Context: an optimization exercise on an open-source flow, tuned for small area and a short achievable clock period. The choices shown serve that exercise and are no tape-out recipe.
In this exercise RTL edits were held to simulation tests only and were not proved equivalent to the original.
Power figures rest on the tool's default switching activity, not on a simulated workload.

==> design.v <==
`timescale 1ns/1ns
module hostBridge (
    input  logic                        clk,
    input  logic                        RSTn,
    input  logic                        hostCyc,
    input  logic                        hostStb,
    input  logic                        hostWe,
    input  logic [10-1:0]  hostAdr,
    input  logic [32-1:0]      hostDatW,
    output logic [32-1:0]      hostDatR,
    output logic                        hostAck,
    output logic                        ramCyc,
    output logic                        ramStb,
    output logic                        ramWe,
    output logic [6-1:0]   ramAdr,
    output logic [32-1:0]      ramDatW,
    input  logic [32-1:0]      ramDatR,
    input  logic                        ramAck,
    output logic [6-1:0]   ctrlStartAdr,
    output logic [6-1:0]   ctrlLength,
    output logic                        ctrlGo,
    input  logic                        ctrlBusy
);
    logic                        regSel;
    logic [1:0]                  regOff;
    logic                        regAccess;
    logic                        regAck;
    logic [32-1:0]      regDat;
    logic [6-1:0]   startReg;
    logic [6-1:0]   lenReg;
    logic                        goReg;
    assign regSel    = hostAdr[9];
    assign regOff    = hostAdr[1:0];
    assign regAccess = hostCyc && hostStb && regSel && !regAck;
    assign ramCyc  = hostCyc && !regSel;
    assign ramStb  = hostStb && !regSel;
    assign ramWe   = hostWe;
    assign ramAdr  = hostAdr[6-1:0];
    assign ramDatW = hostDatW;
    assign hostAck  = regAck || ramAck;
    assign hostDatR = regAck ? regDat : ramDatR;
    assign ctrlStartAdr = startReg;
    assign ctrlLength   = lenReg;
    assign ctrlGo       = goReg;
    always_ff @(posedge clk or negedge RSTn) begin
        if (!RSTn) begin
            regAck   <= 1'b0;
            goReg    <= 1'b0;
            startReg <= '0;
            lenReg   <= '0;
        end else begin
            regAck <= regAccess;
            goReg  <= regAccess && hostWe && (regOff == 2'd2) && hostDatW[0];
            if (regAccess && hostWe && regOff == 2'd0) begin
                startReg <= hostDatW[6-1:0];
            end
            if (regAccess && hostWe && regOff == 2'd1) begin
                lenReg <= hostDatW[6-1:0];
            end
        end
    end
    always_ff @(posedge clk) begin
        if (regAccess) begin
            if (regOff == 2'd0) begin
                regDat <= {{(32-6){1'b0}}, startReg};
            end else if (regOff == 2'd1) begin
                regDat <= {{(32-6){1'b0}}, lenReg};
            end else if (regOff == 2'd2) begin
                regDat <= {{(32-1){1'b0}}, ctrlBusy};
            end else begin
                regDat <= '0;
            end
        end
    end
endmodule
`timescale 1ns/1ns
module busArbiter (
    input  logic                       clk,
    input  logic                       RSTn,
    input  logic                       hostCyc,
    input  logic                       hostStb,
    input  logic                       hostWe,
    input  logic [6-1:0]  hostAdr,
    input  logic [32-1:0]     hostDatW,
    output logic [32-1:0]     hostDatR,
    output logic                       hostAck,
    input  logic                       dmaCyc,
    input  logic                       dmaStb,
    input  logic                       dmaWe,
    input  logic [6-1:0]  dmaAdr,
    input  logic [32-1:0]     dmaDatW,
    output logic [32-1:0]     dmaDatR,
    output logic                       dmaAck,
    output logic                       ramCyc,
    output logic                       ramStb,
    output logic                       ramWe,
    output logic [6-1:0]  ramAdr,
    output logic [32-1:0]     ramDatW,
    input  logic [32-1:0]     ramDatR,
    input  logic                       ramAck
);
    logic ownerDma;
    logic locked;
    logic lastDma;
    logic holding;
    logic selDma;
    assign holding = locked && (ownerDma ? dmaCyc : hostCyc);
    always_comb begin
        if (holding) begin
            selDma = ownerDma;
        end else if (hostCyc && dmaCyc) begin
            selDma = !lastDma;
        end else begin
            selDma = dmaCyc;
        end
    end
    assign ramCyc  = selDma ? dmaCyc  : hostCyc;
    assign ramStb  = selDma ? dmaStb  : hostStb;
    assign ramWe   = selDma ? dmaWe   : hostWe;
    assign ramAdr  = selDma ? dmaAdr  : hostAdr;
    assign ramDatW = selDma ? dmaDatW : hostDatW;
    assign hostAck  = ramAck && !selDma;
    assign dmaAck   = ramAck && selDma;
    assign hostDatR = selDma ? '0 : ramDatR;
    assign dmaDatR  = selDma ? ramDatR : '0;
    always_ff @(posedge clk or negedge RSTn) begin
        if (!RSTn) begin
            locked   <= 1'b0;
            ownerDma <= 1'b0;
            lastDma  <= 1'b0;
        end else begin
            locked   <= ramCyc;
            ownerDma <= selDma;
            if (ramAck) begin
                lastDma <= selDma;
            end
        end
    end
endmodule
`timescale 1ns/1ns
module sampleRam (
    input  logic                       clk,
    input  logic                       RSTn,
    input  logic                       cyc,
    input  logic                       stb,
    input  logic                       we,
    input  logic [6-1:0]  adr,
    input  logic [32-1:0]     datW,
    output logic [32-1:0]     datR,
    output logic                       ack
);
    logic [32-1:0] words [64];
    logic                   access;
    assign access = cyc && stb && !ack;
    always_ff @(posedge clk or negedge RSTn) begin
        if (!RSTn) begin
            ack <= 1'b0;
        end else begin
            ack <= access;
        end
    end
    always_ff @(posedge clk) begin
        if (access && we) begin
            words[adr] <= datW;
        end
    end
    always_ff @(posedge clk) begin
        if (access) begin
            datR <= words[adr];
        end
    end
endmodule
`timescale 1ns/1ns
module playbackDma (
    input  logic                       clk,
    input  logic                       RSTn,
    input  logic [6-1:0]  ctrlStartAdr,
    input  logic [6-1:0]  ctrlLength,
    input  logic                       ctrlGo,
    output logic                       ctrlBusy,
    output logic                       memCyc,
    output logic                       memStb,
    output logic                       memWe,
    output logic [6-1:0]  memAdr,
    output logic [32-1:0]     memDatW,
    input  logic [32-1:0]     memDatR,
    input  logic                       memAck,
    output logic [8-1:0]   sample,
    output logic                       sampleValid,
    input  logic                       sampleReady
);
    localparam logic [1:0] DMA_IDLE   = 2'd0;
    localparam logic [1:0] DMA_FETCH  = 2'd1;
    localparam logic [1:0] DMA_UNPACK = 2'd2;
    logic [1:0]                  state;
    logic [6-1:0]   curAdr;
    logic [6-1:0]   wordsLeft;
    logic [32-1:0]      word;
    logic [1:0]                  byteIdx;
    logic                        take;
    assign take        = sampleValid && sampleReady;
    assign sampleValid = (state == DMA_UNPACK);
    assign sample      = word[8-1:0];
    assign ctrlBusy    = (state != DMA_IDLE);
    assign memCyc  = (state == DMA_FETCH);
    assign memStb  = (state == DMA_FETCH);
    assign memWe   = 1'b0;
    assign memAdr  = curAdr;
    assign memDatW = '0;
    always_ff @(posedge clk or negedge RSTn) begin
        if (!RSTn) begin
            state     <= DMA_IDLE;
            curAdr    <= '0;
            wordsLeft <= '0;
            byteIdx   <= '0;
        end else begin
            case (state)
                DMA_IDLE: begin
                    if (ctrlGo && ctrlLength != '0) begin
                        curAdr    <= ctrlStartAdr;
                        wordsLeft <= ctrlLength;
                        state     <= DMA_FETCH;
                    end
                end
                DMA_FETCH: begin
                    if (memAck) begin
                        curAdr    <= curAdr + 1'b1;
                        wordsLeft <= wordsLeft - 1'b1;
                        byteIdx   <= '0;
                        state     <= DMA_UNPACK;
                    end
                end
                DMA_UNPACK: begin
                    if (take) begin
                        byteIdx <= byteIdx + 1'b1;
                        if (byteIdx == 2'd3) begin
                            state <= (wordsLeft == '0) ? DMA_IDLE : DMA_FETCH;
                        end
                    end
                end
                default: state <= DMA_IDLE;
            endcase
        end
    end
    always_ff @(posedge clk) begin
        if (state == DMA_FETCH && memAck) begin
            word <= memDatR;
        end else if (take) begin
            word <= word >> 8;
        end
    end
endmodule
`timescale 1ns/1ns
module pwmTone (
    input  logic                      clk,
    input  logic                      RSTn,
    input  logic [8-1:0]  sample,
    input  logic                      sampleValid,
    output logic                      sampleReady,
    output logic                      pwm
);
    logic [8-1:0]  bufData;
    logic                      bufValid;
    logic [8-1:0]  duty;
    logic [8-1:0]  cnt;
    logic                      running;
    logic                      take;
    logic                      periodEnd;
    logic                      newPeriod;
    assign sampleReady = !bufValid;
    assign take        = sampleValid && sampleReady;
    assign periodEnd   = running && (cnt == 8'(256 - 1));
    assign newPeriod   = (!running || periodEnd) && (bufValid || take);
    assign pwm         = running && (cnt < duty);
    always_ff @(posedge clk or negedge RSTn) begin
        if (!RSTn) begin
            running  <= 1'b0;
            cnt      <= '0;
            bufValid <= 1'b0;
        end else if (newPeriod) begin
            running  <= 1'b1;
            cnt      <= '0;
            bufValid <= 1'b0;
        end else if (periodEnd || !running) begin
            running <= 1'b0;
        end else begin
            cnt <= cnt + 1'b1;
            if (take) begin
                bufValid <= 1'b1;
            end
        end
    end
    always_ff @(posedge clk) begin
        if (newPeriod) begin
            duty <= bufValid ? bufData : sample;
        end
        if (take && !newPeriod) begin
            bufData <= sample;
        end
    end
endmodule
`timescale 1ns/1ns
module BuzzerSubsystem (
    input  logic                        clk,
    input  logic                        RSTn,
    input  logic                        hostCyc,
    input  logic                        hostStb,
    input  logic                        hostWe,
    input  logic [10-1:0]  hostAdr,
    input  logic [32-1:0]      hostDatW,
    output logic [32-1:0]      hostDatR,
    output logic                        hostAck,
    output logic                        pwm
);
    logic                       hbCyc, hbStb, hbWe, hbAck;
    logic [6-1:0]  hbAdr;
    logic [32-1:0]     hbDatW, hbDatR;
    logic                       dmCyc, dmStb, dmWe, dmAck;
    logic [6-1:0]  dmAdr;
    logic [32-1:0]     dmDatW, dmDatR;
    logic                       rmCyc, rmStb, rmWe, rmAck;
    logic [6-1:0]  rmAdr;
    logic [32-1:0]     rmDatW, rmDatR;
    logic [6-1:0]  ctrlStartAdr, ctrlLength;
    logic                       ctrlGo, ctrlBusy;
    logic [8-1:0]   sample;
    logic                       sampleValid;
    logic                       sampleReady;
    hostBridge uHostBridge (
        .clk          (clk),
        .RSTn         (RSTn),
        .hostCyc      (hostCyc),
        .hostStb      (hostStb),
        .hostWe       (hostWe),
        .hostAdr      (hostAdr),
        .hostDatW     (hostDatW),
        .hostDatR     (hostDatR),
        .hostAck      (hostAck),
        .ramCyc       (hbCyc),
        .ramStb       (hbStb),
        .ramWe        (hbWe),
        .ramAdr       (hbAdr),
        .ramDatW      (hbDatW),
        .ramDatR      (hbDatR),
        .ramAck       (hbAck),
        .ctrlStartAdr (ctrlStartAdr),
        .ctrlLength   (ctrlLength),
        .ctrlGo       (ctrlGo),
        .ctrlBusy     (ctrlBusy)
    );
    playbackDma uPlaybackDma (
        .clk          (clk),
        .RSTn         (RSTn),
        .ctrlStartAdr (ctrlStartAdr),
        .ctrlLength   (ctrlLength),
        .ctrlGo       (ctrlGo),
        .ctrlBusy     (ctrlBusy),
        .memCyc       (dmCyc),
        .memStb       (dmStb),
        .memWe        (dmWe),
        .memAdr       (dmAdr),
        .memDatW      (dmDatW),
        .memDatR      (dmDatR),
        .memAck       (dmAck),
        .sample       (sample),
        .sampleValid  (sampleValid),
        .sampleReady  (sampleReady)
    );
    busArbiter uBusArbiter (
        .clk      (clk),
        .RSTn     (RSTn),
        .hostCyc  (hbCyc),
        .hostStb  (hbStb),
        .hostWe   (hbWe),
        .hostAdr  (hbAdr),
        .hostDatW (hbDatW),
        .hostDatR (hbDatR),
        .hostAck  (hbAck),
        .dmaCyc   (dmCyc),
        .dmaStb   (dmStb),
        .dmaWe    (dmWe),
        .dmaAdr   (dmAdr),
        .dmaDatW  (dmDatW),
        .dmaDatR  (dmDatR),
        .dmaAck   (dmAck),
        .ramCyc   (rmCyc),
        .ramStb   (rmStb),
        .ramWe    (rmWe),
        .ramAdr   (rmAdr),
        .ramDatW  (rmDatW),
        .ramDatR  (rmDatR),
        .ramAck   (rmAck)
    );
    sampleRam uSampleRam (
        .clk  (clk),
        .RSTn (RSTn),
        .cyc  (rmCyc),
        .stb  (rmStb),
        .we   (rmWe),
        .adr  (rmAdr),
        .datW (rmDatW),
        .datR (rmDatR),
        .ack  (rmAck)
    );
    pwmTone uPwmTone (
        .clk         (clk),
        .RSTn        (RSTn),
        .sample      (sample),
        .sampleValid (sampleValid),
        .sampleReady (sampleReady),
        .pwm         (pwm)
    );
endmodule
==> run.sh <==
#!/bin/bash
# synth_recipe.tcl (not shown) runs the flow's synth.tcl, then flattens the netlist and writes it again
# the make line also repeats each setting of config.mk as NAME=value (left out here)
make -C /OpenROAD-flow-scripts/flow DESIGN_CONFIG=/design/flow/config.mk WORK_HOME=/design/flow/orfs CLKGATE_MAP_FILE= SYNTH_SCRIPT=/design/flow/synth_recipe.tcl finish
==> config.mk <==
export PLATFORM = sky130hd
export DESIGN_NAME = BuzzerSubsystem
export DESIGN_NICKNAME = BuzzerSubsystem
export VERILOG_FILES = /design/flow/design.v
export SDC_FILE = /design/flow/constraint.sdc
export NUM_CORES = 4
export LEC_CHECK = 0
export CAP_MARGIN = 20
export CORE_MARGIN = 2
export CORE_UTILIZATION = 40
export SLEW_MARGIN = 20
export SYNTH_MEMORY_MAX_BITS = 16384
==> constraint.sdc <==
create_clock -name core_clock -period 10.0 [get_ports {clk}]
set_input_delay 2.0000 -clock core_clock [delete_from_list [all_inputs] [get_ports {clk}]]
set_output_delay 2.0000 -clock core_clock [all_outputs]
set_load 0.01 [all_outputs]
==> notes.md <==
status = complete, no violations
async set-or-reset flop fraction in the synthesized netlist = 0.0202
initial antenna violation count = 18
cells after synthesis = 4646
WS Path Type = in -> out
fillcell total = 17343
WL final = 240000 um
Mapped Area = 0.0820 mm^2
unrepaired setup endpoints after global routing = false
Clock Path Buffers = 3
Crit. End Element = output pin
# placed instances = 7261
post-route insts no fill = 7661
Achievable Freq = 0.134 GHz
Clock Skew = 0.0599 ns
Avg Synthesized Cell Area = 17.6 um^2
hold crit path type = reg -> reg
Starting DRT DRC Count = 6587
number of max-cap violations = 0
Crit path largest cell delay = 0.64 ns
Setup Total Neg Slack = 0 ns
number of remaining DRC errors = 0
IO Count = 81
min Tclk post-route = 7.44 ns
post-synthesis cell type count = 61
crit start category = input port
site row count = 166
critical path peak fanout = 35
Yosys top cell area share = 0.782
PortBufs = 77
Clock Sinks = 2178
sequential share of the synthesized area = 0.795
P&R area growth vs syn = 14.4%
leading post-synthesis cells by cell area = edfxtp_1 (78%), a22oi_1 (3.3%), mux2i_1 (1.9%), a22o_1 (1.9%), a221oi_1 (1.9%)
postcts setup bufs = 0
Initial Util = 0.401
Seq cells post-synth = 2178
total grt overflow = 0
vias in the first global route = 44858
vias per cell = 6.08
Pleak = 29.6 nW
Synth Net Count = 4704
die area = 0.209 mm^2
CP bufs+invs = 4
# setup viols final = 0
Ys Warns = 5
worst path required time = 8.00 ns
Worst-Skew Late Latency = 0.87 ns
worst vdd ir = 0.000213 V
Worst-path clk slew = 0.06 ns
wire length on met1 = 96000 um
top routing layer in use = met5
Hold Vio Cnt, Final = 0
Worst-Margin Slew = 1.21 ns
Pins Over Slew Limit = 0
relative slew slack = 0.185
Post-CTS Resized = 0
number of CTS-inserted buffers = 211
detailed-route wire length per cell = 31.4 um
HPWL after DPL = 132000 um
Die H = 457 um
RD Place Congestion = 0.926
worst path cell trace = clkdlybuf4s50_1 > nand2b_4 > o31ai_4 > buf_4 > inv_2 > nor2_2 > and2_1 > clkdlybuf4s50_1
met2 wire len = 111000 um
Root Driver = clkbuf_16
Pwr Density = 249 mW/mm^2
CP delay by family, top = buffers and inverters
layout cells sized above 1 = 0.140
DRT antenna net count = 0
CP max stage cell = nor2_2
most used cell, CP = clkdlybuf4s50_1
cts hold-fix bufs = 0
core area = 0.204 mm^2
Top FF cell, synth = edfxtp_1
fin crit share = 0.744
CTS HTree Levels = 4
pin count of the biggest net entering global routing = 101
Vias = 46563
first-pass GRT wire length = 337000 um
CTS tree = done
GRT Overall Usage = 0.225
Die Width = 457 um
DR pass1 iterations = 6
Post-synth EDFFs = 2134
met3 wire length = 23200 um
post-synth top area cell = edfxtp_1
Nets = 4847
CP arrival = 5.44 ns
layer usage:
metal  GRT usage  vias up
li1            -    19613
met1       0.306    24136
met2       0.352     2425
met3      0.0506      387
met4      0.0907        2
met5           0        -
cells in the mapped netlist (all sizes together), types with 18 or more instances:
| library cell | count |
|---|---|
| o22ai | 129 |
| a221o | 42 |
| mux2 | 52 |
| nand2 | 203 |
| or4 | 18 |
| inv | 20 |
| a31oi | 149 |
| nor4 | 24 |
| nor2 | 105 |
| and2 | 60 |
| a22oi | 362 |
| mux2i | 158 |
| nor3 | 32 |
| a22o | 176 |
| clkbuf | 133 |
| buf | 188 |
| dfrtp | 44 |
| nand3 | 21 |
| edfxtp | 2134 |
| o21ai | 130 |
| a221oi | 217 |
| a21oi | 109 |
| a222oi | 21 |
per-stage QoR:
stage          area [um^2]  power [W]  hold WS, ns  setup WS (ns)  utilization
6_report             93700     0.0233        0.423           2.56        0.459
5_1_grt              93700     0.0240        0.441           2.39        0.459
4_1_cts              93600     0.0233        0.433           2.22        0.459
3_5_place_dp         86900     0.0157        0.435           2.23        0.426
3_3_place_gp         86900     0.0156        0.434           2.38        0.426
2_1_floorplan        82000     0.0136        0.422           3.41            -
registers in the layout (all words and copies together), names as in the netlist:
register / flops
uPwmTone.cnt: 8
uPwmTone.running: 1
uBusArbiter.locked: 1
uHostBridge.lenReg: 6
uHostBridge.goReg: 1
uBusArbiter.ownerDma: 1
uHostBridge.regDat: 6
uPlaybackDma.byteIdx: 2
uPwmTone.bufData: 8
uSampleRam.ack: 1
uSampleRam.words: 2048
uPlaybackDma.state: 2
uPlaybackDma.wordsLeft: 6
uHostBridge.regAck: 1
uSampleRam.datR: 32
uPlaybackDma.word: 32
uPwmTone.duty: 8
uBusArbiter.lastDma: 1
uHostBridge.startReg: 6
uPlaybackDma.curAdr: 6
uPwmTone.bufValid: 1
cells by family after synthesis:
| logic type | Yosys count | synth area share |
|---|---|---|
| simple gates | 519 | 0.0302 |
| mux | 210 | 0.0267 |
| compound gates | 1385 | 0.127 |
| flops | 2178 | 0.795 |
| buf+inv | 341 | 0.0191 |
| xor+xnor | 2 | 0.000214 |
| fa+ha+maj | 11 | 0.00168 |
cell usage in the layout (no fill, tap or decap), drive strengths merged, types with 4 or more instances in the layout:
cell,n
nand2b,11
nand3,21
a22oi,362
a21o,8
diode,6
o21ai,130
inv,26
a222oi,21
nor3,32
o22ai,129
ha,11
nor2,105
nor2b,6
edfxtp,2134
buf,173
nand2,203
or4,18
a31oi,149
mux2i,158
and2,60
a221oi,217
nand4b,9
a22o,176
and3,14
clkinvlp,5
mux2,52
clkinv,111
clkdlybuf4s50,76
o2bb2ai,11
bufinv,15
o31ai,8
nor4,24
clkbuf,256
a21oi,109
nand4,6
o22a,4
a221o,42
dfrtp,44
layout make-up:
type | instances | area (um^2) | share of cell area
diodes | 6 | 15.0 | 0.000160
clock buffers | 254 | 5460 | 0.0583
clock inverters | 137 | 1240 | 0.0132
inverters | 20 | 75.1 | 0.000801
multi-input cells | 2127 | 16000 | 0.171
flip-flops and latches | 2178 | 65200 | 0.695
well taps | 2688 | 3360 | 0.0359
repair buffers | 251 | 2380 | 0.0254
path summary, 6_finish.rpt:
path                                  startpoint                      end  slack (ns)  cells past startpoint
hold reg to reg             uPlaybackDma.word[2]      uPwmTone.bufData[2]        0.42                      0
max in group asynchronous                   RSTn          uPwmTone.cnt[7]        8.41                      1
setup reg to reg           uPlaybackDma.state[0]  uSampleRam.words[4][31]        4.28                      8
min in group asynchronous                   RSTn     uBusArbiter.ownerDma        1.15                      1
setup / recovery                         hostCyc             hostDatR[26]        2.56                      8
hold / removal              uPlaybackDma.word[2]      uPwmTone.bufData[2]        0.42                      0
power by group:
group	switching (W)	total [W]	internal, W
clock	0.00344	0.00774	0.00429
sequential	0.000170	0.0109	0.0108
combinational	0.00331	0.00464	0.00133
total	0.00693	0.0233	0.0164

==> static timing again, ports no longer ideal <==
Ports are ideal in the flow. The routed layout listed here was re-timed in OpenROAD. Step 1 (the two cells are an assumption about what drives the block):
set clk [get_ports {clk}]
set_driving_cell -lib_cell sky130_fd_sc_hd__clkbuf_16 $clk
set_driving_cell -lib_cell sky130_fd_sc_hd__buf_2 [delete_from_list [all_inputs] $clk]
Step 2 moves the port delays by t, midway between the first and last clock arrival at a register: inputs arrive t later, outputs are due t later. That takes back most of the time a late clock gives input paths. Slacks: ideal ports / drivers / drivers and shift; pairs: ideal ports / drivers.
shift t [ns]: 0.933
setup WS [ns]: 2.559 / 2.527 / 2.366
worst setup path at the end: input to register
clock arrival spread, ns: 0.065 / 0.065
slew at the worst register clock pin (ns): 0.07 / 0.07
After both steps setup and hold are still met in this run. For this run, drivers alone change the setup slack by -0.032 ns; drivers and shift together by -0.193 ns.
